This is an optimization exercise on Yosys and OpenROAD, whose aim is small area, a short achievable clock period and few clock cycles per item, not a production implementation. Where RTL was checked, it was by simulation tests only, not by an equivalence proof against the original. For runs 1 to 6, only the layout was checked, not whether the RTL still works. Power and IR drop assume default switching activity.

==> flow/design.v (outline; a module is shown in full before it is edited, if it fits) <==
// module des_key_sched: 53 lines
// module des_round_f: 41 lines
// module des_sbox1: 136 lines
// module des_sbox2: 129 lines
// module des_sbox3: 117 lines
// module des_sbox4: 126 lines
// module des_sbox5: 147 lines
// module des_sbox6: 140 lines
// module des_sbox7: 134 lines
// module des_sbox8: 134 lines
// module des_engine: 102 lines
// module des_wb_regs: 78 lines
// module des_top: 51 lines
module des_top (
  input  logic        clk,
  input  logic        rst,
  input  logic        wb_cyc_i,
  input  logic        wb_stb_i,
  input  logic        wb_we_i,
  input  logic [2:0]  wb_adr_i,
  input  logic [31:0] wb_dat_i,
  output logic        wb_ack_o,
  output logic [31:0] wb_dat_o
);
  // ...
==> flow/flow/run.sh <==
#!/bin/bash
# Standard layout, with plain buffers on the ports instead of the delay cells
# buffer_ports picks by default.
set -euo pipefail
export BUFFER_PORTS_ARGS="-buffer_cell sky130_fd_sc_hd__buf_2"
bash standard.sh finish > make_finish.log 2>&1
==> flow/standard.sh <==
#!/bin/bash
# synth_recipe.tcl (not shown) runs the flow's synth.tcl, then flattens the netlist and writes it again
# the make line also repeats each setting of config.mk as NAME=value (left out here)
make -C /OpenROAD-flow-scripts/flow DESIGN_CONFIG=/design/flow/config.mk WORK_HOME=/design/flow/orfs CLKGATE_MAP_FILE= SYNTH_SCRIPT=/design/flow/synth_recipe.tcl "${@:-finish}"
==> flow/config.mk <==
export PLATFORM = sky130hd
export DESIGN_NAME = des_top
export DESIGN_NICKNAME = des_top
export VERILOG_FILES = /design/flow/design.v
export SDC_FILE = /design/flow/constraint.sdc
export NUM_CORES = 4
export LEC_CHECK = 0
export CAP_MARGIN = 20
export CORE_MARGIN = 2
export CORE_UTILIZATION = 40
export SETUP_SLACK_MARGIN = 4.0
export SLEW_MARGIN = 20
==> flow/constraint.sdc <==
create_clock -name core_clock -period 6.5 [get_ports {clk}]
set_input_delay 1.3000 -clock core_clock [delete_from_list [all_inputs] [get_ports {clk}]]
set_output_delay 1.3000 -clock core_clock [all_outputs]
set_load 0.01 [all_outputs]
==> results.json, run 1 <==
{
  "regMostFlops": "engine_inst.x_q",
  "maxPowerGroup": "combinational logic",
  "crit_chain": "clkinvlp_4 > ha_4 > and3b_1 > a31oi_1 > o221ai_2 > a221oi_2 > buf_4 > mux2i_1 > a221o_1 > xnor2_1",
  "slew_headroom": 0.497,
  "synth_top_area_cell": "edfxtp_1",
  "avgSynthCellArea_um2": 10.0,
  "r2r_slack_ns": 4.00,
  "status": "no timing/DRC/antenna violations",
  "pre_cts_ws_ns": 3.01,
  "hold_viol_final": 0,
  "grtUsageMet2": 0.369,
  "synth_edf_count": 162,
  "yosysMostFrequentCell": "edfxtp_1",
  "rr_endpoint": "engine_inst.x_q[18]",
  "num_rows": 77,
  "top_area_cell_class": "multi-input gates",
  "worst_slack_ns": 4.00,
  "p_sw_frac": 0.414,
  "num_vias": 14700,
  "holdPathStages": 1,
  "grt_pass1_wl_um": 84400,
  "multi_input_area_share": 0.466,
  "crit_cells": 10,
  "setup_viol": 0,
  "multi_input_area_um2": 9710,
  "syn_area_um2": 17700,
  "cp_top_family": "compound AO/OA/AOI/OAI gates",
  "start_kind": "flop",
  "nNonClkInverters": 65,
  "cts-hold-fix-buffers": 0,
  "use_met1": 0.338,
  "worstSetupStartpoint": "engine_inst.x_q[0]",
  "maxCapViolations": 0,
  "r2r_cells": 10,
  "layout_common_cells": "edfxtp_1, a22oi_1, nand2_1",
  "async_flop_share": 0,
  "cts_tree": "done"
}
==> module des_key_sched, before the edit <==
module des_key_sched (
  input  logic                    clk,
  input  logic                    idle,
  input  logic                    first,
  input  des_tables_pkg::block_t  key,
  input  logic                    decrypt,
  input  logic                    one,
  output des_tables_pkg::subkey_t subkey,
  output des_tables_pkg::subkey_t subkey_nx
);
  des_tables_pkg::cd_t c_q;
  des_tables_pkg::cd_t d_q;
  des_tables_pkg::cd_t c_nx;
  des_tables_pkg::cd_t d_nx;
  logic [55:0] pc1_out;
  logic [55:0] cd;
  logic [55:0] cd_q;
  always_comb begin
    for (int j = 0; j < 56; j++) pc1_out[55 - j] = key[64 - int'(des_tables_pkg::PC1_TABLE[(55 - j) * 7 +: 7])];
  end
  logic left;
  logic by1;
  logic s_ld, s_l1, s_l2, s_r1, s_r2;
  assign left = first || !decrypt;
  assign by1  = first ? decrypt : one;
  assign s_ld = idle;
  assign s_l1 = !idle && left && by1;
  assign s_l2 = !idle && left && !by1;
  assign s_r1 = !idle && !left && by1;
  assign s_r2 = !idle && !left && !by1;
  assign c_nx = ({28{s_ld}} & {pc1_out[28], pc1_out[55:29]}) |
                ({28{s_l1}} & {c_q[26:0], c_q[27]}) |
                ({28{s_l2}} & {c_q[25:0], c_q[27:26]}) |
                ({28{s_r1}} & {c_q[0], c_q[27:1]}) |
                ({28{s_r2}} & {c_q[1:0], c_q[27:2]});
  assign d_nx = ({28{s_ld}} & {pc1_out[0], pc1_out[27:1]}) |
                ({28{s_l1}} & {d_q[26:0], d_q[27]}) |
                ({28{s_l2}} & {d_q[25:0], d_q[27:26]}) |
                ({28{s_r1}} & {d_q[0], d_q[27:1]}) |
                ({28{s_r2}} & {d_q[1:0], d_q[27:2]});
  always_ff @(posedge clk) begin
    c_q <= c_nx;
    d_q <= d_nx;
  end
  assign cd   = {c_nx, d_nx};
  assign cd_q = {c_q, d_q};
  always_comb begin
    for (int j = 0; j < 48; j++) begin
      subkey_nx[47 - j] = cd[56 - int'(des_tables_pkg::PC2_TABLE[(47 - j) * 6 +: 6])];
      subkey[47 - j]    = cd_q[56 - int'(des_tables_pkg::PC2_TABLE[(47 - j) * 6 +: 6])];
    end
  end
endmodule
==> module des_engine, before the edit <==
module des_engine (
  input  logic                     clk,
  input  logic                     rst,
  input  logic                     start,
  input  logic                     decrypt,
  input  des_tables_pkg::des_job_t job,
  output des_tables_pkg::block_t   result,
  output logic                     valid,
  output logic                     running,
  output logic                     busy,
  output logic                     done
);
  logic        run_q;
  logic        done_q;
  logic        valid_q;
  logic [3:0]  cnt_q;
  des_tables_pkg::half_t   l_q;
  des_tables_pkg::half_t   r_cur;    
  des_tables_pkg::subkey_t subkey;
  des_tables_pkg::subkey_t x_key;
  des_tables_pkg::subkey_t e_mix;
  des_tables_pkg::half_t   f_val;
  des_tables_pkg::half_t   r_base;
  des_tables_pkg::half_t   l_nx;
  des_tables_pkg::subkey_t subkey_nx;
  des_tables_pkg::subkey_t x_q;
  des_tables_pkg::subkey_t x_nx;
  des_tables_pkg::subkey_t e_base;
  des_tables_pkg::subkey_t e_f;
  des_tables_pkg::half_t   f_gated;
  des_tables_pkg::block_t  ip_out;
  des_tables_pkg::block_t  preout;
  des_tables_pkg::block_t  fp_out;
  logic        near_end;
  logic        one;
  assign running  = run_q;
  assign near_end = (cnt_q[3:1] == 3'b111);
  assign busy     = run_q && !near_end;
  assign done     = done_q || (run_q && near_end);
  assign one      = (cnt_q == 4'd0) || (cnt_q == 4'd7) || (cnt_q == 4'd14);
  des_key_sched key_sched_inst (
    .clk     (clk),
    .idle    (!run_q && !start),
    .first   (start),
    .key     (job.key),
    .decrypt (decrypt),
    .one     (one),
    .subkey    (subkey),
    .subkey_nx (subkey_nx)
  );
  des_round_f round_f_inst (
    .mixed  (x_q),
    .f_out  (f_val)
  );
  assign preout = {r_cur, l_q};
  always_comb begin
    for (int j = 0; j < 64; j++) begin
      ip_out[63 - j] = job.block[64 - int'(des_tables_pkg::IP_TABLE[(63 - j) * 7 +: 7])];
      fp_out[63 - j] = preout[64 - int'(des_tables_pkg::FP_TABLE[(63 - j) * 7 +: 7])];
    end
  end
  assign result = fp_out;
  assign valid  = valid_q;
  assign r_base = start ? ip_out[31:0] : (run_q ? l_q : r_cur);
  assign l_nx   = start ? ip_out[63:32] : (run_q ? r_cur : l_q);
  assign f_gated = f_val & {32{run_q}};
  assign x_key = x_q ^ subkey;
  always_comb begin
    r_cur = '0;
    for (int j = 0; j < 48; j++) r_cur[32 - int'(des_tables_pkg::E_TABLE[(47 - j) * 6 +: 6])] = x_key[47 - j];
  end
  always_comb begin
    for (int j = 0; j < 48; j++) begin
      e_base[47 - j] = r_base[32 - int'(des_tables_pkg::E_TABLE[(47 - j) * 6 +: 6])];
      e_f[47 - j]    = f_gated[32 - int'(des_tables_pkg::E_TABLE[(47 - j) * 6 +: 6])];
    end
  end
  assign e_mix = e_base ^ subkey_nx;
  assign x_nx  = e_mix ^ e_f;
  always_ff @(posedge clk) begin
    l_q <= l_nx;
    x_q <= x_nx;
  end
  always_ff @(posedge clk) begin
    if (start) cnt_q <= '0;
    else if (run_q) cnt_q <= cnt_q + 4'd1;
  end
  always_ff @(posedge clk) begin
    if (rst) begin
      run_q   <= 1'b0;
      done_q  <= 1'b0;
      valid_q <= 1'b0;
    end else if (start) begin
      run_q   <= 1'b1;
      done_q  <= 1'b0;
      valid_q <= 1'b1;
    end else if (run_q && cnt_q == 4'd15) begin
      run_q   <= 1'b0;
      done_q  <= 1'b1;
    end
  end
endmodule
==> module des_wb_regs, before the edit <==
module des_wb_regs (
  input  logic                     clk,
  input  logic                     rst,
  input  des_bus_pkg::wb_req_t     wb_req,
  output des_bus_pkg::wb_rsp_t     wb_rsp,
  output logic                     start,
  output logic                     job_decrypt,
  output des_tables_pkg::des_job_t job,
  input  des_tables_pkg::block_t   result,
  input  logic                     valid,
  input  logic                     running,
  input  logic                     busy,
  input  logic                     done
);
  des_bus_pkg::wb_word_t key_hi;
  des_bus_pkg::wb_word_t key_lo;
  des_bus_pkg::wb_word_t data_hi;
  des_bus_pkg::wb_word_t data_lo;
  logic     decrypt_q;
  logic     ack_q;
  des_bus_pkg::wb_word_t dat_q;
  des_bus_pkg::wb_word_t rd_word;
  des_bus_pkg::wb_word_t wdat;
  logic     access;
  logic     wr;
  logic     accept;
  logic [7:0] sel;
  logic [7:0] wsel;
  assign access = wb_req.cyc && wb_req.stb && !ack_q;
  assign wr     = access && wb_req.we;
  assign accept = wr && (wb_req.adr == des_bus_pkg::ADR_CTRL) &&
                  wb_req.dat[des_bus_pkg::CTRL_START] && !running;
  always_comb begin
    for (int a = 0; a < 8; a++) sel[a] = (wb_req.adr == 3'(a));
  end
  always_comb begin
    rd_word = ({32{sel[des_bus_pkg::ADR_KEY_HI]}}  & key_hi) |
              ({32{sel[des_bus_pkg::ADR_KEY_LO]}}  & key_lo) |
              ({32{sel[des_bus_pkg::ADR_DATA_HI]}} & data_hi) |
              ({32{sel[des_bus_pkg::ADR_DATA_LO]}} & data_lo) |
              ({32{sel[des_bus_pkg::ADR_RES_HI] && valid}} & result[63:32]) |
              ({32{sel[des_bus_pkg::ADR_RES_LO] && valid}} & result[31:0]);
    rd_word[des_bus_pkg::CTRL_DECRYPT] = rd_word[des_bus_pkg::CTRL_DECRYPT] |
                                         (sel[des_bus_pkg::ADR_CTRL] && decrypt_q) |
                                         (sel[des_bus_pkg::ADR_STATUS] && done);
    rd_word[des_bus_pkg::STAT_BUSY] = rd_word[des_bus_pkg::STAT_BUSY] |
                                      (sel[des_bus_pkg::ADR_STATUS] && busy);
  end
  always_ff @(posedge clk) dat_q <= rd_word;
  always_ff @(posedge clk) begin
    if (accept) job_decrypt <= wb_req.dat[des_bus_pkg::CTRL_DECRYPT];
  end
  assign wdat = rst ? '0 : wb_req.dat;
  always_comb begin
    for (int a = 0; a < 8; a++) wsel[a] = rst || (wr && sel[a]);
  end
  always_ff @(posedge clk) begin
    if (wsel[des_bus_pkg::ADR_KEY_HI])  key_hi  <= wdat;
    if (wsel[des_bus_pkg::ADR_KEY_LO])  key_lo  <= wdat;
    if (wsel[des_bus_pkg::ADR_DATA_HI]) data_hi <= wdat;
    if (wsel[des_bus_pkg::ADR_DATA_LO]) data_lo <= wdat;
    if (wsel[des_bus_pkg::ADR_CTRL])    decrypt_q <= wdat[des_bus_pkg::CTRL_DECRYPT];
  end
  always_ff @(posedge clk) begin
    if (rst) begin
      ack_q     <= 1'b0;
      start     <= 1'b0;
    end else begin
      ack_q <= access;
      start <= accept;
    end
  end
  assign job.key     = {key_hi, key_lo};
  assign job.block   = {data_hi, data_lo};
  assign job.decrypt = decrypt_q;
  assign wb_rsp.ack = ack_q;
  assign wb_rsp.dat = dat_q;
endmodule
==> module des_top, before the edit <==
module des_top (
  input  logic        clk,
  input  logic        rst,
  input  logic        wb_cyc_i,
  input  logic        wb_stb_i,
  input  logic        wb_we_i,
  input  logic [2:0]  wb_adr_i,
  input  logic [31:0] wb_dat_i,
  output logic        wb_ack_o,
  output logic [31:0] wb_dat_o
);
  des_bus_pkg::wb_req_t wb_req;
  des_bus_pkg::wb_rsp_t wb_rsp;
  des_tables_pkg::des_job_t job;
  des_tables_pkg::block_t   result;
  logic     start;
  logic     job_decrypt;
  logic     running;
  logic     valid;
  logic     busy;
  logic     done;
  assign wb_req   = {wb_cyc_i, wb_stb_i, wb_we_i, wb_adr_i, wb_dat_i};
  assign wb_ack_o = wb_rsp.ack;
  assign wb_dat_o = wb_rsp.dat;
  des_wb_regs wb_regs_inst (
    .clk         (clk),
    .rst         (rst),
    .wb_req      (wb_req),
    .wb_rsp      (wb_rsp),
    .start       (start),
    .job_decrypt (job_decrypt),
    .job         (job),
    .result      (result),
    .valid       (valid),
    .running     (running),
    .busy        (busy),
    .done        (done)
  );
  des_engine engine_inst (
    .clk     (clk),
    .rst     (rst),
    .start   (start),
    .decrypt (job_decrypt),
    .job     (job),
    .result  (result),
    .valid   (valid),
    .running (running),
    .busy    (busy),
    .done    (done)
  );
endmodule
==> run 2, diff against run 1 <==
--- a/flow/design.v
+++ b/flow/design.v
@@ -132,11 +132,8 @@
 `timescale 1ns/10ps
 module des_key_sched (
   input  logic                    clk,
-  input  logic                    idle,
-  input  logic                    first,
+  input  logic [4:0]              sel,
   input  des_tables_pkg::block_t  key,
-  input  logic                    decrypt,
-  input  logic                    one,
   output des_tables_pkg::subkey_t subkey,
   output des_tables_pkg::subkey_t subkey_nx
 );
@@ -150,16 +147,8 @@
   always_comb begin
     for (int j = 0; j < 56; j++) pc1_out[55 - j] = key[64 - int'(des_tables_pkg::PC1_TABLE[(55 - j) * 7 +: 7])];
   end
-  logic left;
-  logic by1;
   logic s_ld, s_l1, s_l2, s_r1, s_r2;
-  assign left = first || !decrypt;
-  assign by1  = first ? decrypt : one;
-  assign s_ld = idle;
-  assign s_l1 = !idle && left && by1;
-  assign s_l2 = !idle && left && !by1;
-  assign s_r1 = !idle && !left && by1;
-  assign s_r2 = !idle && !left && !by1;
+  assign {s_ld, s_l1, s_l2, s_r1, s_r2} = sel;
   assign c_nx = ({28{s_ld}} & {pc1_out[28], pc1_out[55:29]}) |
                 ({28{s_l1}} & {c_q[26:0], c_q[27]}) |
                 ({28{s_l2}} & {c_q[25:0], c_q[27:26]}) |
@@ -1293,7 +1282,8 @@
   input  logic                     clk,
   input  logic                     rst,
   input  logic                     start,
-  input  logic                     decrypt,
+  input  logic                     start_nx,
+  input  logic                     decrypt_nx,
   input  des_tables_pkg::des_job_t job,
   output des_tables_pkg::block_t   result,
   output logic                     valid,
@@ -1323,19 +1313,34 @@
   des_tables_pkg::block_t  preout;
   des_tables_pkg::block_t  fp_out;
   logic        near_end;
-  logic        one;
+  logic        run_nx;
+  logic [3:0]  cnt_nx;
+  logic        one_nx;
+  logic        idle_nx;
+  logic        left_nx;
+  logic        by1_nx;
+  logic [4:0]  ksel_q;
   assign running  = run_q;
   assign near_end = (cnt_q[3:1] == 3'b111);
   assign busy     = run_q && !near_end;
   assign done     = done_q || (run_q && near_end);
-  assign one      = (cnt_q == 4'd0) || (cnt_q == 4'd7) || (cnt_q == 4'd14);
+  assign cnt_nx  = start ? 4'd0 : (run_q ? cnt_q + 4'd1 : cnt_q);
+  assign run_nx  = !rst && (start || (run_q && cnt_q != 4'd15));
+  assign one_nx  = (cnt_nx == 4'd0) || (cnt_nx == 4'd7) || (cnt_nx == 4'd14);
+  assign idle_nx = !run_nx && !start_nx;
+  assign left_nx = start_nx || !decrypt_nx;
+  assign by1_nx  = start_nx ? decrypt_nx : one_nx;
+  always_ff @(posedge clk) begin
+    ksel_q <= {idle_nx,
+               !idle_nx && left_nx && by1_nx,
+               !idle_nx && left_nx && !by1_nx,
+               !idle_nx && !left_nx && by1_nx,
+               !idle_nx && !left_nx && !by1_nx};
+  end
   des_key_sched key_sched_inst (
     .clk     (clk),
-    .idle    (!run_q && !start),
-    .first   (start),
+    .sel     (ksel_q),
     .key     (job.key),
-    .decrypt (decrypt),
-    .one     (one),
     .subkey    (subkey),
     .subkey_nx (subkey_nx)
   );
@@ -1372,10 +1377,7 @@
     l_q <= l_nx;
     x_q <= x_nx;
   end
-  always_ff @(posedge clk) begin
-    if (start) cnt_q <= '0;
-    else if (run_q) cnt_q <= cnt_q + 4'd1;
-  end
+  always_ff @(posedge clk) cnt_q <= cnt_nx;
   always_ff @(posedge clk) begin
     if (rst) begin
       run_q   <= 1'b0;
@@ -1398,7 +1400,8 @@
   input  des_bus_pkg::wb_req_t     wb_req,
   output des_bus_pkg::wb_rsp_t     wb_rsp,
   output logic                     start,
-  output logic                     job_decrypt,
+  output logic                     start_nx,
+  output logic                     decrypt_nx,
   output des_tables_pkg::des_job_t job,
   input  des_tables_pkg::block_t   result,
   input  logic                     valid,
@@ -1441,9 +1444,10 @@
                                       (sel[des_bus_pkg::ADR_STATUS] && busy);
   end
   always_ff @(posedge clk) dat_q <= rd_word;
-  always_ff @(posedge clk) begin
-    if (accept) job_decrypt <= wb_req.dat[des_bus_pkg::CTRL_DECRYPT];
-  end
+  logic job_decrypt;
+  assign decrypt_nx = accept ? wb_req.dat[des_bus_pkg::CTRL_DECRYPT] : job_decrypt;
+  assign start_nx   = accept && !rst;
+  always_ff @(posedge clk) job_decrypt <= decrypt_nx;
   assign wdat = rst ? '0 : wb_req.dat;
   always_comb begin
     for (int a = 0; a < 8; a++) wsel[a] = rst || (wr && sel[a]);
@@ -1487,7 +1491,8 @@
   des_tables_pkg::des_job_t job;
   des_tables_pkg::block_t   result;
   logic     start;
-  logic     job_decrypt;
+  logic     start_nx;
+  logic     decrypt_nx;
   logic     running;
   logic     valid;
   logic     busy;
@@ -1501,7 +1506,8 @@
     .wb_req      (wb_req),
     .wb_rsp      (wb_rsp),
     .start       (start),
-    .job_decrypt (job_decrypt),
+    .start_nx    (start_nx),
+    .decrypt_nx  (decrypt_nx),
     .job         (job),
     .result      (result),
     .valid       (valid),
@@ -1513,7 +1519,8 @@
     .clk     (clk),
     .rst     (rst),
     .start   (start),
-    .decrypt (job_decrypt),
+    .start_nx   (start_nx),
+    .decrypt_nx (decrypt_nx),
     .job     (job),
     .result  (result),
     .valid   (valid),
==> results.json, run 2 <==
{
  "grt_pass1_vias": 13500,
  "hold_viol_final": 0,
  "regToRegStartpoint": "engine_inst.x_q[14]",
  "grt_busiest_layer": "met2",
  "synth_simple_gate_area_share": 0.118,
  "coreArea_um2": 43000,
  "ir_drop_v": 0.000235,
  "postRouteAntennaNets": 0,
  "die_area_um2": 45100,
  "synth.distinct_cells": 80,
  "start_kind": "flop",
  "path_class": "flop to flop",
  "crit_arrival_ns": 2.94,
  "layout_commonest_cell": "edfxtp_1",
  "grt_max_degree": 67,
  "num_rows": 76,
  "synth_cells": 1747,
  "worst_slack_ns": 4.01,
  "pre_cts_ws_ns": 2.48,
  "hold_end": "wb_regs_inst.ack_q",
  "antenna_found_initial": 0,
  "cp_data_required_time_ns": 6.95,
  "power_mw": 9.29,
  "synth_compound_area_frac": 0.211,
  "crit_path_end_kind": "flop",
  "synth_mux_area_frac": 0.0602,
  "htreeDepth": 1,
  "grt_remaining_overflow": 0,
  "clock_latency_ns": 0.56,
  "fin_skew_ns": 0.00975,
  "drt_iter0_drc": 2175,
  "gp_congestion": 0.885,
  "r2r_slack_ns": 4.01,
  "tightestPinTransition_ns": 0.716,
  "hold_class": "flop to flop",
  "synth_xor_area_frac": 0.0646,
  "yosysMostFrequentCell": "edfxtp_1",
  "grt_use_met3": 0.0353,
  "initial_core_util": 0.404,
  "ys_dominant_reg_cell": "edfxtp_1",
  "max_freq_ghz": 0.401,
  "slew_headroom": 0.523,
  "cts_buffers": 31,
  "layout_common_cells": "edfxtp_1, nand2_1, o21ai_0",
  "place_hpwl_um": 38600,
  "die_height_um": 212,
  "synth_fa_ha_area_frac": 0.0486,
  "synth_nets": 1852,
  "yosys.area.top_type_share": 0.278,
  "cts_tree": "done",
  "use_met1": 0.345,
  "crit_path_max_incr_delay_ns": 0.46,
  "largest_register_ffs": 48,
  "remaining_drc_errors": 0,
  "setup_viol": 0,
  "avgSynthCellArea_um2": 9.94,
  "clockBufferDepth": 3,
  "rr_endpoint": "engine_inst.x_q[43]",
  "hold_path.startpoint": "wb_regs_inst.ack_q",
  "final_cells": 2391,
  "via_per_inst": 6.09,
  "holdPathStages": 1,
  "maxCapViolations": 0,
  "regMostFlops": "engine_inst.x_q",
  "power.leakage_nw": 7.72,
  "grtUsageMet2": 0.368,
  "place.port_buffers": 72,
  "die_w_um": 212,
  "slew_violations": 0,
  "yosys-top-cells-count": "edfxtp_1, dfxtp_1, nand2_1",
  "finalSetupTns_ns": 0,
  "cp_max_fo": 5,
  "fin_crit_sh": 0.384,
  "cp.buffers_inverters": 2,
  "totalWireLength_um": 55100,
  "r2r_cells": 9,
  "min_period_ns": 2.49,
  "powerDensity_nw_per_um2": 462,
  "slowest_stage": "a222oi_1",
  "wl_per_cell_um": 23.1,
  "ys_ff_latch": 312,
  "place_inst": 2296,
  "grt_pass1_wl_um": 82700,
  "num_vias": 14600,
  "async_flop_share": 0,
  "status": "no timing/DRC/antenna violations",
  "yosysSeqAreaShare": 0.453,
  "diodes": 0,
  "clkSlewWorstSetupHoldPaths_ns": 0.06,
  "cts-hold-fix-buffers": 0,
  "crit_chain": "inv_4 > ha_4 > or3_1 > a222oi_1 > a2111oi_4 > buf_4 > xor2_1 > a221o_1 > xnor2_1",
  "grt_setup_unrepaired": "yes",
  "areaGrowthSynthToFinish_pct": 15.8,
  "track_usage": 0.239,
  "fin_util": 0.468,
  "cp_top_family": "compound AO/OA/AOI/OAI gates",
  "io_pins": 73,
  "synth_top_family_by_area": "compound AO/OA/AOI/OAI gates",
  "dr.pass1.iters": 9,
  "synth_edf_count": 161,
  "clock-sinks": 312,
  "drive_above_1_share": 0.195,
  "syn_area_um2": 17400,
  "synthTopCellsByArea": "edfxtp_1, dfxtp_1, ha_1, a22oi_1, a222oi_1",
  "yosys_warnings": 4,
  "clockRootBuffer": "clkbuf_16",
  "fin_nets": 1887,
  "synth_top_area_cell": "edfxtp_1"
}
run 2: cell count changes in the layout (fill, tap and decap cells not counted), moves of 9 or more:
| cell | change |
|---|---|
| a21oi_1 | +34 |
| a22o_1 | +14 |
| nand3_1 | -32 |
| a222oi_1 | +62 |
| o211ai_1 | -35 |
| xnor2_1 | -14 |
| mux2_2 | +15 |
| buf_4 | -15 |
| mux2i_1 | -43 |
| o21ai_0 | +39 |
| a22oi_1 | -56 |
| o211ai_2 | -27 |
| xor2_1 | +15 |
| nor2_1 | +9 |
run 2: layout make-up:
type,count,area [µm²]
clock buffer,43,881
clock inverter,14,199
fill,4027,22900
inverter,68,273
multi-input combinational,1236,9160
sequential,312,7980
tap,585,732
timing repair buffer,133,868
run 2: stage by stage:
| step | area (µm²) | hold WS, ns |
|---|---|---|
| after floorplan | 17500 | 0.427 |
| after detailed placement | 18200 | 0.428 |
| final | 20100 | 0.430 |
| after global placement | 18200 | 0.412 |
| after global routing | 20100 | 0.443 |
| after CTS | 19600 | 0.435 |
run 2: how the worst max path moves through the flow:
stage | start | to | cells after the start
global placement | wb_adr_i[1] | wb_regs_inst.key_lo[12] | 6
detailed placement | wb_adr_i[1] | wb_regs_inst.key_lo[23] | 6
CTS | engine_inst.x_q[7] | engine_inst.x_q[47] | 10
global route | engine_inst.x_q[14] | engine_inst.x_q[43] | 9
finish | engine_inst.x_q[14] | engine_inst.x_q[43] | 9
floorplan | wb_cyc_i | wb_regs_inst.data_hi[0] | 2
run 2: timing repair:
action                     in CTS  in global routing
gates resized for setup        77                 78
buffers inserted               18                 20
setup endpoints to repair     176                 78
pin swaps                      15                 14
cloned                          0                  0
run 2: per-layer routing:
layer  part of all wire  routed length, µm
met5                  0                  0
met4              0.032               1770
met3              0.091               5020
met2               0.44              24500
met1               0.43              23900
run 2: logic make-up after synthesis:
logic type	count (synthesis)
and+or+nand+nor	422
adders and majority gates	68
buffers and inverters	199
DFF	312
xor gates and xnor gates	128
AOI/OAI and AO/OA	519
muxes	99
run 2: power breakdown:
| group | internal [mW] | leakage, nW | switching (mW) |
|---|---|---|---|
| clock | 1.14 | 0.531 | 0.759 |
| combinational | 1.86 | 4.38 | 2.30 |
| sequential | 2.48 | 2.81 | 0.742 |
| total | 5.48 | 7.72 | 3.81 |
==> run 3, diff against run 2 <==
--- a/flow/config.mk
+++ b/flow/config.mk
@@ -8,5 +8,5 @@
 export CAP_MARGIN = 20
 export CORE_MARGIN = 2
 export CORE_UTILIZATION = 40
-export SETUP_SLACK_MARGIN = 4.0
+export SETUP_SLACK_MARGIN = 4.3
 export SLEW_MARGIN = 20
==> results.json, run 3 <==
{
  "nFillCells": 3914,
  "maxCapViolations": 0,
  "crit_path_end_kind": "flop",
  "die_area_um2": 45100,
  "slew_violations": 0,
  "grt_pass1_vias": 14000,
  "max_freq_ghz": 0.385,
  "holdPathStages": 2,
  "postRouteAntennaNets": 0,
  "diodes": 0,
  "wl_per_cell_um": 24.2,
  "fin_crit_sh": 0.400,
  "drt_iter0_drc": 2185,
  "setup_viol": 0,
  "coreArea_um2": 43000,
  "gp_congestion": 0.876,
  "powerDensity_nw_per_um2": 456,
  "clock-sinks": 312,
  "routed-wl-met3_um": 5470,
  "start_kind": "flop",
  "grt_pass1_wl_um": 86800,
  "place.port_buffers": 72,
  "layout_common_cells": "edfxtp_1, nand2_1, a22oi_1, buf_4",
  "synth_edf_count": 161,
  "synth_top_area_cell": "edfxtp_1",
  "yosysSeqAreaShare": 0.453,
  "wl_met2_um": 27000,
  "totalWireLength_um": 59700,
  "worst_slack_ns": 3.90,
  "regMostFlops": "engine_inst.x_q",
  "synth.distinct_cells": 80,
  "finalSetupTns_ns": 0,
  "htreeDepth": 1,
  "hold_class": "flop to flop",
  "min_period_ns": 2.60,
  "ys_ff_latch": 312,
  "pre_cts_ws_ns": 2.53,
  "yosys.area.top_type_share": 0.278,
  "ys_dominant_reg_cell": "edfxtp_1",
  "num_vias": 15200,
  "dr.pass1.iters": 10,
  "status": "no timing/DRC/antenna violations",
  "top_layer_used": "met4",
  "cts-hold-fix-buffers": 0,
  "via_per_inst": 6.16,
  "wl_met1_um": 25100,
  "ir_drop_v": 0.000261,
  "crit_chain": "inv_4 > ha_4 > or3_1 > a222oi_1 > a2111oi_4 > buf_4 > xor2_1 > a221o_1 > xnor2_2",
  "synth_nets": 1852,
  "die_w_um": 212,
  "synth_compound_area_frac": 0.211,
  "largest_register_ffs": 48,
  "yosys_warnings": 4,
  "layout_commonest_cell": "edfxtp_1",
  "io_pins": 73,
  "syn_area_um2": 17400,
  "crit_arrival_ns": 3.03,
  "num_rows": 76,
  "place_hpwl_um": 38200,
  "slowest_stage": "a222oi_1",
  "synth_top_family_by_area": "compound AO/OA/AOI/OAI gates",
  "clkSlewWorstSetupHoldPaths_ns": 0.06,
  "grt_max_degree": 67,
  "path_class": "flop to flop",
  "yosysMostFrequentCell": "edfxtp_1",
  "tightestPinTransition_ns": 0.668,
  "synth_simple_gate_area_share": 0.118,
  "cp_data_required_time_ns": 6.93,
  "synth_xor_area_frac": 0.0646,
  "cts_buffers": 31,
  "synth_mux_area_frac": 0.0602,
  "slew_headroom": 0.555,
  "initial_core_util": 0.404,
  "clockBufferDepth": 3,
  "remaining_drc_errors": 0,
  "async_flop_share": 0,
  "track_usage": 0.251,
  "antenna_found_initial": 0,
  "drive_above_1_share": 0.275,
  "cts_tree": "done",
  "fin_skew_ns": 0.0229,
  "grt_setup_unrepaired": "yes",
  "synth_fa_ha_area_frac": 0.0486,
  "grt_remaining_overflow": 0,
  "synth_cells": 1747,
  "clockRootBuffer": "clkbuf_16",
  "fin_nets": 1964,
  "synthTopCellsByArea": "edfxtp_1, dfxtp_1, ha_1, a22oi_1, a222oi_1",
  "clock_latency_ns": 0.57,
  "power.leakage_nw": 8.33,
  "r2r_cells": 9,
  "crit_path_max_incr_delay_ns": 0.44,
  "areaGrowthSynthToFinish_pct": 24.7,
  "cp_max_fo": 4,
  "avgSynthCellArea_um2": 9.94,
  "hold_viol_final": 0,
  "die_height_um": 212,
  "yosys-top-cells-count": "edfxtp_1, dfxtp_1, nand2_1"
}
==> run 3: cell counts after synthesis <==
No cell type changed its count.
==> run 3: per-stage QoR <==
step / util / std cells / power (mW) / instance area, µm² / hold slack, ns
after floorplan: - / 1747 / 5.85 / 17700 / 0.427
after global placement: 0.426 / 2297 / 6.80 / 18300 / 0.412
after detailed placement: 0.426 / 2297 / 6.85 / 18300 / 0.419
after CTS: 0.482 / 2420 / 9.29 / 20700 / 0.490
after global routing: 0.504 / 2468 / 10.4 / 21600 / 0.518
final: 0.504 / 2468 / 9.87 / 21600 / 0.494
==> run 3: final cells by class <==
| class | count | area (µm²) | area share |
|---|---|---|---|
| Clock buffer | 41 | 853 | 0.0394 |
| Clock inverter | 16 | 134 | 0.00619 |
| Inverter | 68 | 313 | 0.0145 |
| Multi-Input combinational cell | 1236 | 9540 | 0.441 |
| Sequential cell | 312 | 8060 | 0.372 |
| Tap cell | 585 | 732 | 0.0338 |
| Timing Repair Buffer | 210 | 2020 | 0.0934 |
==> run 3: worst max-delay path, delay by kind of cell (launching register included) <==
family	cells	cell delay, ns
compound gates	3	0.93
xor+xnor	2	0.34
fa+ha+maj	1	0.21
buf+inv	2	0.24
flops	1	0.39
simple gates	1	0.34
==> run 3: path summary, 6_finish.rpt <==
path                                from                     to  slack [ns]
setup / recovery     engine_inst.x_q[14]    engine_inst.x_q[43]        3.90
hold / removal    wb_regs_inst.key_hi[8]  wb_regs_inst.dat_q[8]        0.49
hold reg to reg   wb_regs_inst.key_hi[8]  wb_regs_inst.dat_q[8]        0.49
setup reg to reg     engine_inst.x_q[14]    engine_inst.x_q[43]        3.90
==> run 3: cell families (layout without fill, tap and decap cells) <==
kind of cell             Yosys count  in the layout
AO/OA/AOI/OAI                    519            519
XOR/XNOR                         128            128
adder cells (fa/ha/maj)           68             68
buffers and inverters            199            335
flip-flops                       312            312
multiplexers                      99             99
AND/OR/NAND/NOR                  422            422
==> run 3: power by group <==
group          internal (mW)  total, mW  switching (mW)
clock network          0.996       1.76           0.765
registers               2.50       3.16           0.661
logic                   2.27       4.94            2.67
==> run 3: routing by layer <==
metal	up-vias	track usage
li1	6824	-
met1	7417	0.359
met2	841	0.398
met3	125	0.0312
met4	0	0.0760
met5	-	0
==> run 3: repair_timing <==
item,in CTS,in global routing
gates resized for setup,246,99
gates cloned,2,10
setup endpoints to repair,292,235
pin swaps,42,45
setup buffers,64,38
==> run 4, diff against run 3 <==
--- a/flow/design.v
+++ b/flow/design.v
@@ -1423,6 +1423,9 @@
   logic     accept;
   logic [7:0] sel;
   logic [7:0] wsel;
+  logic       wr_q;
+  des_bus_pkg::wb_adr_t  wadr_q;
+  des_bus_pkg::wb_word_t wdat_q;
   assign access = wb_req.cyc && wb_req.stb && !ack_q;
   assign wr     = access && wb_req.we;
   assign accept = wr && (wb_req.adr == des_bus_pkg::ADR_CTRL) &&
@@ -1448,16 +1451,22 @@
   assign decrypt_nx = accept ? wb_req.dat[des_bus_pkg::CTRL_DECRYPT] : job_decrypt;
   assign start_nx   = accept && !rst;
   always_ff @(posedge clk) job_decrypt <= decrypt_nx;
-  assign wdat = rst ? '0 : wb_req.dat;
+  always_ff @(posedge clk) begin
+    wr_q   <= wr && !rst;
+    wadr_q <= wb_req.adr;
+    wdat_q <= wb_req.dat;
+  end
+  assign wdat = rst ? '0 : wdat_q;
   always_comb begin
-    for (int a = 0; a < 8; a++) wsel[a] = rst || (wr && sel[a]);
+    for (int a = 0; a < 4; a++) wsel[a] = rst || (wr_q && (wadr_q == 3'(a)));
+    for (int a = 4; a < 8; a++) wsel[a] = rst || (wr && sel[a]);
   end
   always_ff @(posedge clk) begin
     if (wsel[des_bus_pkg::ADR_KEY_HI])  key_hi  <= wdat;
     if (wsel[des_bus_pkg::ADR_KEY_LO])  key_lo  <= wdat;
     if (wsel[des_bus_pkg::ADR_DATA_HI]) data_hi <= wdat;
     if (wsel[des_bus_pkg::ADR_DATA_LO]) data_lo <= wdat;
-    if (wsel[des_bus_pkg::ADR_CTRL])    decrypt_q <= wdat[des_bus_pkg::CTRL_DECRYPT];
+    if (wsel[des_bus_pkg::ADR_CTRL])    decrypt_q <= !rst && wb_req.dat[des_bus_pkg::CTRL_DECRYPT];
   end
   always_ff @(posedge clk) begin
     if (rst) begin
==> results.json, run 4 <==
{
  "status": "no timing/DRC/antenna violations",
  "cts-hold-fix-buffers": 0,
  "finalSetupTns_ns": 0,
  "initial_core_util": 0.406,
  "wl_per_cell_um": 23.0,
  "maxCapViolations": 0,
  "fin_skew_ns": 0.0221,
  "ys_ff_latch": 348,
  "layout.cell_area.non_filler_um2": 21800,
  "io_pins": 73,
  "regToRegStartpoint": "engine_inst.x_q[14]",
  "clockBufferDepth": 3,
  "ys_dominant_reg_cell": "dfxtp_1",
  "crit_arrival_ns": 2.89,
  "synth_edf_count": 161,
  "dr.pass1.iters": 10,
  "holdWs_ns": 0.468,
  "powerDensity_nw_per_um2": 473,
  "yosysSeqAreaShare": 0.478,
  "slew_violations": 0,
  "totalWireLength_um": 56900,
  "slew_headroom": 0.531,
  "tightestPinTransition_ns": 0.703,
  "hold_class": "flop to flop",
  "yosysMostFrequentCell": "dfxtp_1",
  "coreArea_um2": 44200,
  "synth_cells": 1761,
  "avgSynthCellArea_um2": 10.2,
  "clkSlewWorstSetupHoldPaths_ns": 0.06,
  "htreeDepth": 2,
  "synthTopCellsByArea": "edfxtp_1, dfxtp_1, a22oi_1, ha_1, a222oi_1",
  "power.leakage_nw": 8.16,
  "crit_chain": "inv_4 > ha_4 > or3_1 > a222oi_1 > a2111oi_4 > buf_4 > xor2_1 > a221o_1 > xnor2_1",
  "crit_path_max_incr_delay_ns": 0.48,
  "die_w_um": 216,
  "path_class": "flop to flop",
  "postRouteAntennaNets": 0,
  "grt_pass1_vias": 13900,
  "layout_common_cells": "edfxtp_1, a22oi_1, nand2_1",
  "hold_viol_final": 0,
  "pre_cts_ws_ns": 3.27,
  "num_rows": 77,
  "synth_nets": 1866,
  "via_per_inst": 6.07,
  "syn_area_um2": 17900,
  "cts_tree": "done",
  "gp_congestion": 0.911,
  "layout_commonest_cell": "edfxtp_1",
  "placement.cell_area_um2": 18700,
  "drive_above_1_share": 0.257,
  "yosys_warnings": 4,
  "cp_data_required_time_ns": 6.91,
  "max_freq_ghz": 0.404,
  "fin_nets": 1958,
  "slowest_stage": "a222oi_1",
  "areaGrowthSynthToFinish_pct": 21.4,
  "final_cells": 2471,
  "start_kind": "flop",
  "crit_path_end_kind": "flop",
  "grt_remaining_overflow": 0,
  "min_period_ns": 2.47,
  "fin_util": 0.492,
  "grt_max_degree": 73,
  "cp_max_fo": 3,
  "place_inst": 2310,
  "synth_top_area_cell": "edfxtp_1",
  "antenna_found_initial": 1,
  "yosys-top-cells-count": "dfxtp_1, edfxtp_1, a22oi_1",
  "r2r_slack_ns": 4.03,
  "clock_latency_ns": 0.53,
  "worstSetupStartpoint": "engine_inst.x_q[14]",
  "grt_pass1_wl_um": 84500,
  "synth.distinct_cells": 84,
  "regMostFlops": "engine_inst.x_q",
  "yosys.area.top_type_share": 0.269,
  "die_height_um": 216,
  "worst_slack_ns": 4.03,
  "async_flop_share": 0,
  "clockRootBuffer": "clkbuf_16",
  "diodes": 0,
  "cp_top_family": "compound AO/OA/AOI/OAI gates",
  "setup_viol": 0,
  "ir_drop_v": 0.000320,
  "drt_iter0_drc": 2071,
  "largest_register_ffs": 48,
  "cp.buffers_inverters": 2,
  "cts_buffers": 35,
  "num_vias": 15000,
  "place.port_buffers": 72,
  "place_hpwl_um": 36700,
  "fin_crit_sh": 0.381,
  "track_usage": 0.233,
  "grt_setup_unrepaired": "yes",
  "clock-sinks": 348,
  "power_mw": 10.3,
  "die_area_um2": 46600,
  "remaining_drc_errors": 0,
  "hold_path.startpoint": "wb_regs_inst.job_decrypt"
}
-- run 4: kinds of logic (layout without fill, tap and decap cells) --
logic type	count (synthesis)	after routing	share of synthesized area
buffers and inverters	191	309	0.0421
adder cells (fa/ha/maj)	67	67	0.0465
flip-flops	348	348	0.478
XOR/XNOR	128	128	0.0625
AND/OR/NAND/NOR	457	457	0.124
multiplexers	74	74	0.0445
AO/OA/AOI/OAI	496	496	0.202
-- run 4: metal layers --
| metal | up-vias | global-route usage | part of all wire |
|---|---|---|---|
| met5 | - | 0 | 0 |
| met4 | 0 | 0.0706 | 0.030 |
| met3 | 118 | 0.0390 | 0.090 |
| met2 | 810 | 0.360 | 0.45 |
| met1 | 7244 | 0.333 | 0.43 |
| li1 | 6825 | - | - |
-- run 4: timing repair --
action	in CTS	in global routing
endpoints found under the setup margin	260	168
gates cloned	0	0
buffers inserted	57	41
endpoints found under the hold margin	0	0
gates resized for setup	181	87
pin swaps	39	57
-- run 4: layout make-up --
| type | count | area (µm²) |
|---|---|---|
| tap | 592 | 741 |
| multi-input combinational | 1222 | 9400 |
| clock buffer | 43 | 980 |
| timing repair buffer | 185 | 1420 |
| sequential | 348 | 8770 |
| fill | 3934 | 22400 |
| inverter | 61 | 254 |
| clock inverter | 20 | 205 |
-- run 4: worst reg2reg max path: cells and delay by family, from the launching register on --
kind | cells | cell delay, ns
AOI/OAI and AO/OA | 3 | 0.89
xor gates and xnor gates | 2 | 0.28
adders and majority gates | 1 | 0.21
buffers and inverters | 2 | 0.23
DFF | 1 | 0.39
and+or+nand+nor | 1 | 0.36
-- run 4: power by group --
part | switching, mW | total (mW) | internal [mW] | leakage (nW)
registers | 0.602 | 3.31 | 2.71 | 3.17
logic | 2.70 | 4.91 | 2.21 | 4.42
clock network | 0.851 | 2.09 | 1.23 | 0.577
-- run 4: final timing paths --
kind / to / depth (start not counted)
worst max-delay path: engine_inst.x_q[43] / 9
worst min register to register: engine_inst.ksel_q[0] / 2
worst max register to register: engine_inst.x_q[43] / 9
worst min-delay path: engine_inst.ksel_q[0] / 2
==> run 5, diff against run 4 <==
--- a/flow/design.v
+++ b/flow/design.v
@@ -1372,7 +1372,11 @@
     end
   end
   assign e_mix = e_base ^ subkey_nx;
-  assign x_nx  = e_mix ^ e_f;
+  des_xmix xmix_inst (
+    .early (e_mix),
+    .late  (e_f),
+    .mixed (x_nx)
+  );
   always_ff @(posedge clk) begin
     l_q <= l_nx;
     x_q <= x_nx;
@@ -1393,6 +1397,13 @@
     end
   end
 endmodule
+module des_xmix (
+  input  des_tables_pkg::subkey_t early,
+  input  des_tables_pkg::subkey_t late,
+  output des_tables_pkg::subkey_t mixed
+);
+  assign mixed = early ^ late;
+endmodule
 `timescale 1ns/10ps
 module des_wb_regs (
   input  logic                     clk,
==> flow/flow/run.sh (replaced) <==
#!/bin/bash
# Standard layout, with two changes: plain buffers on the ports instead of the
# delay cells buffer_ports picks by default, and the module holding the last
# xor of the round kept apart while Yosys and ABC map the logic, so the late
# S-box outputs meet one xor gate. synth_recipe.tcl flattens it afterwards.
set -euo pipefail
export BUFFER_PORTS_ARGS="-buffer_cell sky130_fd_sc_hd__buf_2"
export SYNTH_KEEP_MODULES="des_xmix"
bash standard.sh finish > make_finish.log 2>&1
--- a/flow/config.mk
+++ b/flow/config.mk
@@ -8,5 +8,5 @@
 export CAP_MARGIN = 20
 export CORE_MARGIN = 2
 export CORE_UTILIZATION = 40
-export SETUP_SLACK_MARGIN = 4.3
+export SETUP_SLACK_MARGIN = 4.0
 export SLEW_MARGIN = 20
==> results.json, run 5 <==
{
  "htreeDepth": 2,
  "layout_common_cells": "edfxtp_1, a22oi_1, dfxtp_1",
  "grt_pass1_wl_um": 80500,
  "synth.distinct_cells": 84,
  "areaGrowthSynthToFinish_pct": 11.3,
  "num_rows": 78,
  "cts-hold-fix-buffers": 0,
  "yosys-top-cells-count": "dfxtp_1, edfxtp_1, a22oi_1",
  "crit_arrival_ns": 1.12,
  "grt_pass1_vias": 13400,
  "synthTopCellsByArea": "edfxtp_1, dfxtp_1, a22oi_1, xor2_1, ha_1",
  "num_vias": 14400,
  "cp_max_fo": 1,
  "slew_headroom": 0.309,
  "yosys.area.top_type_share": 0.266,
  "synth_nets": 1865,
  "ys_ff_latch": 348,
  "synth_cells": 1760,
  "die_w_um": 217,
  "max_freq_ghz": 0.413,
  "r2r_cells": 7,
  "ir_drop_v": 0.000273,
  "min_period_ns": 2.42,
  "io_pins": 73,
  "power.leakage_nw": 8.03,
  "cts_tree": "done",
  "status": "no timing/DRC/antenna violations",
  "yosysMostFrequentCell": "dfxtp_1",
  "nFillCells": 4201,
  "syn_area_um2": 18100,
  "clock-sinks": 348,
  "cts_buffers": 36,
  "fin_crit_sh": 0.372,
  "totalWireLength_um": 53200,
  "tightestPinTransition_ns": 1.03,
  "layout_commonest_cell": "edfxtp_1",
  "slew_violations": 0,
  "synth_top_area_cell": "edfxtp_1",
  "crit_path_end_kind": "output port",
  "wl_per_cell_um": 22.4,
  "setup_viol": 0,
  "die_area_um2": 47100,
  "via_per_inst": 6.04,
  "synth_edf_count": 161,
  "holdPathStages": 2,
  "yosys_warnings": 4,
  "async_flop_share": 0,
  "cp.buffers_inverters": 1,
  "slowest_stage": "dfxtp_1",
  "dr.pass1.iters": 9,
  "initial_core_util": 0.403,
  "crit_cells": 1,
  "crit_path_max_incr_delay_ns": 0.42,
  "pre_cts_ws_ns": 3.18,
  "largest_register_ffs": 48,
  "placement.cell_area_um2": 18800,
  "fin_util": 0.448,
  "hold_path.startpoint": "wb_regs_inst.key_lo[24]",
  "grt_setup_unrepaired": "yes",
  "hold_class": "flop to flop",
  "ys_dominant_reg_cell": "dfxtp_1",
  "start_kind": "flop",
  "regMostFlops": "engine_inst.x_q",
  "seqCellArea_um2": 8640,
  "diodes": 0,
  "cp_data_required_time_ns": 5.20,
  "clockRootBuffer": "clkbuf_16",
  "multi_input_area_um2": 8870,
  "r2r_slack_ns": 4.10,
  "cp_top_family": "flip-flops",
  "yosysSeqAreaShare": 0.473,
  "finalSetupTns_ns": 0,
  "crit_chain": "buf_2",
  "clock_latency_ns": 0.54,
  "remaining_drc_errors": 0,
  "powerDensity_nw_per_um2": 442,
  "place.port_buffers": 72,
  "hold_end": "wb_regs_inst.dat_q[24]",
  "regToRegStartpoint": "engine_inst.x_q[0]",
  "hold_viol_final": 0,
  "clkSlewWorstSetupHoldPaths_ns": 0.06,
  "track_usage": 0.219,
  "antenna_found_initial": 0,
  "maxCapViolations": 0,
  "grt_remaining_overflow": 0,
  "die_height_um": 217,
  "rr_endpoint": "engine_inst.x_q[40]",
  "worst_slack_ns": 4.08,
  "coreArea_um2": 45100,
  "drive_above_1_share": 0.138,
  "path_class": "flop to output port",
  "clockBufferDepth": 3,
  "gp_congestion": 0.895,
  "power_mw": 8.93,
  "avgSynthCellArea_um2": 10.3,
  "grt_max_degree": 62,
  "layout.cell_area.non_filler_um2": 20200,
  "place_hpwl_um": 36100,
  "fin_skew_ns": 0.0195,
  "postRouteAntennaNets": 0,
  "fin_nets": 1857,
  "drt_iter0_drc": 2109
}
==> run 5: where the power goes <==
part | internal [mW] | switching, mW | total [mW]
clock network | 1.25 | 0.861 | 2.11
logic | 1.44 | 1.95 | 3.38
registers | 2.65 | 0.784 | 3.44
==> run 5: area by class of cell <==
| cell class | count | share of cell area |
|---|---|---|
| clock buffers | 48 | 0.0515 |
| clock inverters | 18 | 0.00874 |
| inverters | 59 | 0.0110 |
| multi-input cells | 1221 | 0.439 |
| flip-flops and latches | 348 | 0.428 |
| well taps | 600 | 0.0372 |
| repair buffers | 86 | 0.0244 |
==> run 5: worst max path at each step <==
stage                                         end                    from  slack (ns)
after global placement     wb_regs_inst.key_hi[4]                     rst        3.25
final                                wb_dat_o[29]  wb_regs_inst.dat_q[29]        4.08
after detailed placement  wb_regs_inst.key_hi[22]                     rst        3.18
after floorplan           wb_regs_inst.data_lo[0]                     rst        4.05
after global routing          engine_inst.x_q[15]       engine_inst.run_q        3.97
after CTS                     engine_inst.x_q[15]      engine_inst.x_q[6]        4.00
==> run 5: cell families after synthesis <==
| logic type | share of synthesized area |
|---|---|
| multiplexers | 0.0483 |
| AO/OA/AOI/OAI | 0.204 |
| adder cells (fa/ha/maj) | 0.0459 |
| buffers and inverters | 0.0444 |
| flip-flops | 0.473 |
| XOR/XNOR | 0.0685 |
| AND/OR/NAND/NOR | 0.116 |
==> run 5: what timing repair did <==
action / in CTS / in global routing
resized for setup: 25 / 26
setup buffers: 0 / 1
endpoints found under the setup margin: 148 / 29
pin swaps: 1 / 1
==> run 5: tightest hold or removal path, delay by kind of cell (launching register included) <==
family | cells | cell delay, ns
DFF | 1 | 0.32
and+or+nand+nor | 1 | 0.06
AOI/OAI and AO/OA | 1 | 0.06
==> run 5: Yosys stat by module (local to each module, per instance) <==
module,copies in the design,area [µm²],cells inside,flops+latches
des_top,1,17700,1712,348
des_xmix,1,420,48,0
==> run 5: metal layers <==
metal | vias to the layer above | wire (µm) | part of all wire | global-route usage
li1 | 6635 | - | - | -
met1 | 7002 | 23700 | 0.45 | 0.315
met2 | 662 | 24100 | 0.45 | 0.342
met3 | 79 | 4240 | 0.080 | 0.0316
met4 | 0 | 1160 | 0.022 | 0.0612
met5 | - | 0 | 0 | 0
==> run 5: through the flow <==
step / hold WS (ns) / std cells
floorplan: 0.442 / 1760
global placement: 0.456 / 2312
detailed placement: 0.456 / 2312
CTS: 0.475 / 2378
global route: 0.492 / 2380
finish: 0.472 / 2380
==> run 6, diff against run 5 <==
--- a/flow/config.mk
+++ b/flow/config.mk
@@ -8,5 +8,5 @@
 export CAP_MARGIN = 20
 export CORE_MARGIN = 2
 export CORE_UTILIZATION = 40
-export SETUP_SLACK_MARGIN = 4.0
+export SETUP_SLACK_MARGIN = 4.25
 export SLEW_MARGIN = 20
==> results.json, run 6 <==
{
  "grt_max_degree": 66,
  "die_area_um2": 47100,
  "fin_nets": 1862,
  "crit_arrival_ns": 1.01,
  "layout_commonest_cell": "edfxtp_1",
  "multi_input_area_um2": 9150,
  "htreeDepth": 2,
  "clock_latency_ns": 0.53,
  "track_usage": 0.224,
  "ir_drop_v": 0.000221,
  "max_freq_ghz": 0.433,
  "die_height_um": 217,
  "initial_core_util": 0.403,
  "seqCellArea_um2": 8730,
  "synth_edf_count": 161,
  "r2r_slack_ns": 4.28,
  "worst_slack_ns": 4.19,
  "async_flop_share": 0,
  "min_period_ns": 2.31,
  "totalWireLength_um": 54200,
  "final_cells": 2383,
  "cts_buffers": 35,
  "cp_max_fo": 1,
  "clock-sinks": 348,
  "via_per_inst": 6.07,
  "die_w_um": 217,
  "drt_iter0_drc": 1946,
  "synthTopCellsByArea": "edfxtp_1, dfxtp_1, a22oi_1, xor2_1, ha_1",
  "place_hpwl_um": 36400,
  "rr_endpoint": "engine_inst.x_q[32]",
  "grt_pass1_wl_um": 82100,
  "hold_class": "flop to flop",
  "endpoint": "wb_dat_o[3]",
  "yosysSeqAreaShare": 0.473,
  "cp.buffers_inverters": 1,
  "areaGrowthSynthToFinish_pct": 14.1,
  "powerDensity_nw_per_um2": 434,
  "syn_area_um2": 18100,
  "slew_violations": 0,
  "yosys-top-cells-count": "dfxtp_1, edfxtp_1, a22oi_1",
  "cts_tree": "done",
  "yosys_warnings": 4,
  "avgSynthCellArea_um2": 10.3,
  "regMostFlops": "engine_inst.x_q",
  "crit_path_max_incr_delay_ns": 0.37,
  "hold_viol_final": 0,
  "path_class": "flop to output port",
  "pre_cts_ws_ns": 3.20,
  "maxCapViolations": 0,
  "synth_top_area_cell": "edfxtp_1",
  "setup_viol": 0,
  "cts-hold-fix-buffers": 0,
  "slew_headroom": 0.353,
  "tightestPinTransition_ns": 0.970,
  "yosys.area.top_type_share": 0.266,
  "crit_cells": 1,
  "clockRootBuffer": "clkbuf_16",
  "coreArea_um2": 45100,
  "nFillCells": 4171,
  "fin_crit_sh": 0.356,
  "crit_path_end_kind": "output port",
  "cp_data_required_time_ns": 5.20,
  "diodes": 0,
  "cp_top_family": "flip-flops",
  "postRouteAntennaNets": 0,
  "yosysMostFrequentCell": "dfxtp_1",
  "antenna_found_initial": 0,
  "wl_per_cell_um": 22.7,
  "fin_skew_ns": 0.0240,
  "largest_register_ffs": 48,
  "crit_chain": "buf_6",
  "gp_congestion": 0.876,
  "io_pins": 73,
  "grt_pass1_vias": 13600,
  "synth_nets": 1865,
  "layout_common_cells": "edfxtp_1, a22oi_1, nand2_1",
  "worstSetupStartpoint": "wb_regs_inst.dat_q[3]",
  "grt_setup_unrepaired": "yes",
  "dr.pass1.iters": 9,
  "start_kind": "flop",
  "synth.distinct_cells": 84,
  "drive_above_1_share": 0.186,
  "regToRegStartpoint": "engine_inst.x_q[12]",
  "slowest_stage": "dfxtp_2",
  "ys_dominant_reg_cell": "dfxtp_1",
  "status": "no timing/DRC/antenna violations",
  "ys_ff_latch": 348,
  "place_inst": 2315,
  "clockBufferDepth": 3,
  "finalSetupTns_ns": 0,
  "synth_cells": 1760,
  "num_vias": 14500,
  "place.port_buffers": 72,
  "clkSlewWorstSetupHoldPaths_ns": 0.07,
  "power.leakage_nw": 8.09,
  "r2r_cells": 7,
  "num_rows": 78,
  "grt_remaining_overflow": 0,
  "remaining_drc_errors": 0
}
run 6: changes by cell type in the layout (fill, tap and decap cells not counted), moves of 16 or more:
cell     previous run  this run
buf_6               0        29
buf_2              71        45
dfxtp_4             8        24
a22oi_1           159       138
dfxtp_2            27        53
dfxtp_1           152       110
a22oi_2             0        21
run 6: cell type report:
type / instances / area share
multi-input cells: 1221 / 0.442
flip-flops and latches: 348 / 0.422
clock buffers: 54 / 0.0502
well taps: 600 / 0.0363
repair buffers: 92 / 0.0357
inverters: 59 / 0.0110
clock inverters: 9 / 0.00296
run 6: routing by layer:
| metal | vias up | global-route usage | part of all wire | wire (µm) |
|---|---|---|---|---|
| met5 | - | 0 | 0 | 0 |
| met4 | 0 | 0.0516 | 0.019 | 1020 |
| met3 | 63 | 0.0267 | 0.080 | 4350 |
| met2 | 683 | 0.353 | 0.46 | 24800 |
| met1 | 7068 | 0.327 | 0.44 | 24000 |
| li1 | 6649 | - | - | - |
run 6: modules after synthesis (local to each module, per instance):
module	area (µm²)	flops+latches
des_top	17700	348
des_xmix	420	0
run 6: worst min path at each step:
stage                                        start                     end  slack, ns  cells after the start
after floorplan            wb_regs_inst.key_lo[24]  wb_regs_inst.dat_q[24]       0.44                      2
after global placement    wb_regs_inst.job_decrypt   engine_inst.ksel_q[1]       0.46                      2
after detailed placement  wb_regs_inst.job_decrypt   engine_inst.ksel_q[0]       0.47                      2
after CTS                 wb_regs_inst.job_decrypt   engine_inst.ksel_q[0]       0.48                      2
after global routing      wb_regs_inst.job_decrypt   engine_inst.ksel_q[1]       0.53                      2
final                     wb_regs_inst.job_decrypt   engine_inst.ksel_q[0]       0.48                      2
run 6: stage by stage:
step / hold slack [ns] / cell area, µm² / power (mW) / util
after detailed placement: 0.468 / 19000 / 6.71 / 0.421
after global routing: 0.525 / 20700 / 9.55 / 0.459
final: 0.476 / 20700 / 8.98 / 0.459
after floorplan: 0.442 / 18400 / 5.81 / -
after CTS: 0.475 / 20400 / 8.79 / 0.453
after global placement: 0.464 / 19000 / 6.69 / 0.421
run 6: cell families after synthesis:
| family | Yosys count | share of synthesized area |
|---|---|---|
| buffers and inverters | 191 | 0.0444 |
| DFF | 348 | 0.473 |
| muxes | 82 | 0.0483 |
| and+or+nand+nor | 423 | 0.116 |
| xor gates and xnor gates | 142 | 0.0685 |
| adders and majority gates | 67 | 0.0459 |
| AOI/OAI and AO/OA | 507 | 0.204 |
run 6: what timing repair did:
item | in CTS | in global routing
cloned | 0 | 1
gates resized for setup | 116 | 68
endpoints found under the setup margin | 213 | 75
pin swaps | 3 | 3
buffers inserted | 4 | 0
run 6: power breakdown:
group	total, mW	internal, mW	switching, mW
logic	3.60	1.53	2.06
clock network	1.93	1.11	0.825
registers	3.45	2.69	0.758
total	8.98	5.33	3.64
==> run 7, diff against run 6 <==
--- a/flow/design.v
+++ b/flow/design.v
@@ -1434,9 +1434,6 @@
   logic     accept;
   logic [7:0] sel;
   logic [7:0] wsel;
-  logic       wr_q;
-  des_bus_pkg::wb_adr_t  wadr_q;
-  des_bus_pkg::wb_word_t wdat_q;
   assign access = wb_req.cyc && wb_req.stb && !ack_q;
   assign wr     = access && wb_req.we;
   assign accept = wr && (wb_req.adr == des_bus_pkg::ADR_CTRL) &&
@@ -1462,22 +1459,16 @@
   assign decrypt_nx = accept ? wb_req.dat[des_bus_pkg::CTRL_DECRYPT] : job_decrypt;
   assign start_nx   = accept && !rst;
   always_ff @(posedge clk) job_decrypt <= decrypt_nx;
-  always_ff @(posedge clk) begin
-    wr_q   <= wr && !rst;
-    wadr_q <= wb_req.adr;
-    wdat_q <= wb_req.dat;
-  end
-  assign wdat = rst ? '0 : wdat_q;
+  assign wdat = rst ? '0 : wb_req.dat;
   always_comb begin
-    for (int a = 0; a < 4; a++) wsel[a] = rst || (wr_q && (wadr_q == 3'(a)));
-    for (int a = 4; a < 8; a++) wsel[a] = rst || (wr && sel[a]);
+    for (int a = 0; a < 8; a++) wsel[a] = rst || (wr && sel[a]);
   end
   always_ff @(posedge clk) begin
     if (wsel[des_bus_pkg::ADR_KEY_HI])  key_hi  <= wdat;
     if (wsel[des_bus_pkg::ADR_KEY_LO])  key_lo  <= wdat;
     if (wsel[des_bus_pkg::ADR_DATA_HI]) data_hi <= wdat;
     if (wsel[des_bus_pkg::ADR_DATA_LO]) data_lo <= wdat;
-    if (wsel[des_bus_pkg::ADR_CTRL])    decrypt_q <= !rst && wb_req.dat[des_bus_pkg::CTRL_DECRYPT];
+    if (wsel[des_bus_pkg::ADR_CTRL])    decrypt_q <= wdat[des_bus_pkg::CTRL_DECRYPT];
   end
   always_ff @(posedge clk) begin
     if (rst) begin
--- a/flow/config.mk
+++ b/flow/config.mk
@@ -8,5 +8,5 @@
 export CAP_MARGIN = 20
 export CORE_MARGIN = 2
 export CORE_UTILIZATION = 40
-export SETUP_SLACK_MARGIN = 4.25
+export SETUP_SLACK_MARGIN = 4.3
 export SLEW_MARGIN = 20
==> results.json, run 7 <==
{
  "hold_viol_final": 0,
  "cp_top_family": "flip-flops",
  "largest_register_ffs": 48,
  "synth.distinct_cells": 87,
  "num_rows": 76,
  "cts_tree": "done",
  "max_freq_ghz": 0.425,
  "r2r_slack_ns": 4.21,
  "die_w_um": 212,
  "yosysMostFrequentCell": "edfxtp_1",
  "layout_commonest_cell": "edfxtp_1",
  "initial_core_util": 0.404,
  "grt_setup_unrepaired": "yes",
  "io_pins": 73,
  "grt_remaining_overflow": 0,
  "avgSynthCellArea_um2": 10.1,
  "yosys-top-cells-count": "edfxtp_1, a22oi_1, dfxtp_1",
  "clockBufferDepth": 3,
  "placement.cell_area_um2": 18100,
  "antenna_found_initial": 0,
  "crit_path_max_incr_delay_ns": 0.36,
  "cp_data_required_time_ns": 5.20,
  "use_met1": 0.331,
  "cts_buffers": 30,
  "synth_nets": 1823,
  "crit_arrival_ns": 1.05,
  "clockRootBuffer": "clkbuf_16",
  "ys_ff_latch": 312,
  "clock-sinks": 312,
  "place.port_buffers": 72,
  "track_usage": 0.237,
  "synth_edf_count": 161,
  "slowest_stage": "dfxtp_4",
  "tightestPinTransition_ns": 0.689,
  "yosys.area.top_type_share": 0.278,
  "place_hpwl_um": 35800,
  "num_vias": 14600,
  "cp.buffers_inverters": 1,
  "clock_latency_ns": 0.57,
  "grt_pass1_wl_um": 82300,
  "grt_busiest_layer": "met2",
  "die_height_um": 212,
  "crit_path_end_kind": "output port",
  "min_period_ns": 2.35,
  "setup_viol": 0,
  "via_per_inst": 6.18,
  "syn_area_um2": 17400,
  "start_kind": "flop",
  "coreArea_um2": 43000,
  "die_area_um2": 45100,
  "endpoint": "wb_dat_o[29]",
  "crit_cells": 1,
  "finalSetupTns_ns": 0,
  "htreeDepth": 1,
  "areaGrowthSynthToFinish_pct": 17.6,
  "status": "no timing/DRC/antenna violations",
  "drt_iter0_drc": 1945,
  "synth_cells": 1718,
  "postRouteAntennaNets": 0,
  "regToRegStartpoint": "engine_inst.x_q[33]",
  "fin_skew_ns": 0.00898,
  "diodes": 0,
  "layout_common_cells": "edfxtp_1, a22oi_1, nand2_1",
  "slew_violations": 0,
  "layout.cell_area.non_filler_um2": 20400,
  "rr_endpoint": "engine_inst.x_q[33]",
  "path_class": "flop to output port",
  "ys_dominant_reg_cell": "edfxtp_1",
  "wl_per_cell_um": 23.5,
  "crit_chain": "buf_6",
  "powerDensity_nw_per_um2": 444,
  "grt_max_degree": 57,
  "hold_class": "flop to flop",
  "clkSlewWorstSetupHoldPaths_ns": 0.07,
  "totalWireLength_um": 55600,
  "power.leakage_nw": 7.94,
  "grt_use_met3": 0.0309,
  "fin_crit_sh": 0.362,
  "regMostFlops": "engine_inst.x_q",
  "remaining_drc_errors": 0,
  "slew_headroom": 0.540,
  "ir_drop_v": 0.000278,
  "dr.pass1.iters": 11,
  "synthTopCellsByArea": "edfxtp_1, dfxtp_1, a22oi_1, xor2_1, ha_1",
  "yosysSeqAreaShare": 0.452,
  "async_flop_share": 0,
  "synth_top_area_cell": "edfxtp_1",
  "grtUsageMet2": 0.376,
  "fin_nets": 1860,
  "r2r_cells": 5,
  "drive_above_1_share": 0.209,
  "yosys_warnings": 4,
  "maxCapViolations": 0,
  "gp_congestion": 0.871,
  "worstSetupStartpoint": "wb_regs_inst.dat_q[29]",
  "cp_max_fo": 1,
  "grt_pass1_vias": 13700
}
[run 7: layer usage]
| metal | vias up | wire (µm) | part of all wire |
|---|---|---|---|
| met5 | - | 0 | 0 |
| li1 | 6597 | - | - |
| met3 | 113 | 4970 | 0.089 |
| met4 | 0 | 2030 | 0.036 |
| met2 | 783 | 25400 | 0.46 |
| met1 | 7120 | 23100 | 0.42 |
[run 7: layout make-up]
class	count	area [µm²]
Inverter	57	218
Sequential cell	312	8050
Clock buffer	39	856
Multi-Input combinational cell	1227	9230
Timing Repair Buffer	127	1150
Clock inverter	17	176
Fill cell	4053	22600
Tap cell	585	732
[run 7: worst min-delay path by stage]
stage / slack, ns / to / startpoint / cells past startpoint
floorplan: 0.43 / engine_inst.valid_q / engine_inst.valid_q / 2
detailed placement: 0.43 / wb_regs_inst.ack_q / wb_regs_inst.ack_q / 1
global placement: 0.41 / wb_regs_inst.ack_q / wb_regs_inst.ack_q / 1
finish: 0.49 / wb_regs_inst.dat_q[16] / wb_regs_inst.key_lo[16] / 2
global route: 0.52 / wb_regs_inst.dat_q[1] / engine_inst.l_q[7] / 1
CTS: 0.49 / engine_inst.valid_q / engine_inst.valid_q / 2
[run 7: where the power goes]
group          internal, mW  leakage, nW  switching (mW)
Clock                  1.05        0.502           0.770
Combinational          1.77         4.62            2.28
Sequential             2.49         2.82           0.710
[run 7: repair_timing]
item | CTS | global route
setup endpoints to repair | 277 | 118
pin swaps | 15 | 17
resized for setup | 159 | 69
hold buffers | 0 | 0
buffers inserted | 28 | 16
cloned | 6 | 3
[run 7: cells by family after synthesis]
group / Yosys count / synth area share
AO/OA/AOI/OAI: 520 / 0.219
AND/OR/NAND/NOR: 407 / 0.115
flip-flops: 312 / 0.452
buffers and inverters: 187 / 0.0440
XOR/XNOR: 144 / 0.0726
multiplexers: 81 / 0.0492
adder cells (fa/ha/maj): 67 / 0.0480
[run 7: metrics by stage]
stage / utilization / power (mW) / hold WS [ns] / std cells / worst slack, ns
global placement: 0.421 / 6.56 / 0.415 / 2255 / 3.08
detailed placement: 0.421 / 6.59 / 0.425 / 2255 / 3.01
finish: 0.475 / 9.06 / 0.486 / 2364 / 4.15
CTS: 0.465 / 8.71 / 0.491 / 2345 / 4.13
global route: 0.475 / 9.59 / 0.523 / 2364 / 4.12
floorplan: - / 5.64 / 0.434 / 1718 / 4.01
[run 7: per-module statistics from Yosys, one instance, submodules excluded]
module	cells inside	times used
des_top	1670	1
des_xmix	48	1
Testbench counts of run 7, summed over its fixed seeds: cycles 8,512, items 384.

[re-timing with driven ports]
No port has a modelled driver above. Below, the same layouts with a new extraction and two added sets of constraints.
Step 1 (the two cells are an assumption about what drives the block):
set clk [get_ports {clk}]
set_driving_cell -lib_cell sky130_fd_sc_hd__clkbuf_16 $clk
set_driving_cell -lib_cell sky130_fd_sc_hd__buf_2 [delete_from_list [all_inputs] $clk]
Step 2, shift: input delay + t, output delay - t, t = (earliest + latest rising clock arrival at the registers) / 2. This alone moves slack from input paths to output paths.
Three values: ideal, step 1, step 2; two values: the first two.
| run | t (ns) | slack for setup (ns) | worst setup path at the end | worst slew at a driven data input, ns |
|---|---|---|---|---|
| run 1 | 0.603 | 3.995 / 3.995 / 3.462 | input to register | 0.04 |
| run 2 | 0.610 | 4.007 / 4.007 / 3.487 | input to register | 0.03 |
| run 3 | 0.609 | 3.899 / 3.899 / 3.642 | input to register | 0.04 |
| run 4 | 0.567 | 4.025 / 4.025 / 3.546 | input to register | 0.04 |
| run 5 | 0.575 | 4.081 / 4.033 / 3.611 | input to register | 0.04 |
| run 6 | 0.571 | 4.188 / 4.134 / 3.773 | input to register | 0.04 |
| run 7 | 0.619 | 4.149 / 4.095 / 3.663 | input to register | 0.04 |
After both steps setup and hold are still met in every run listed. The setup slack of run 1, which loses most, moves by 0.000 ns with the drivers and by -0.533 ns with both steps.
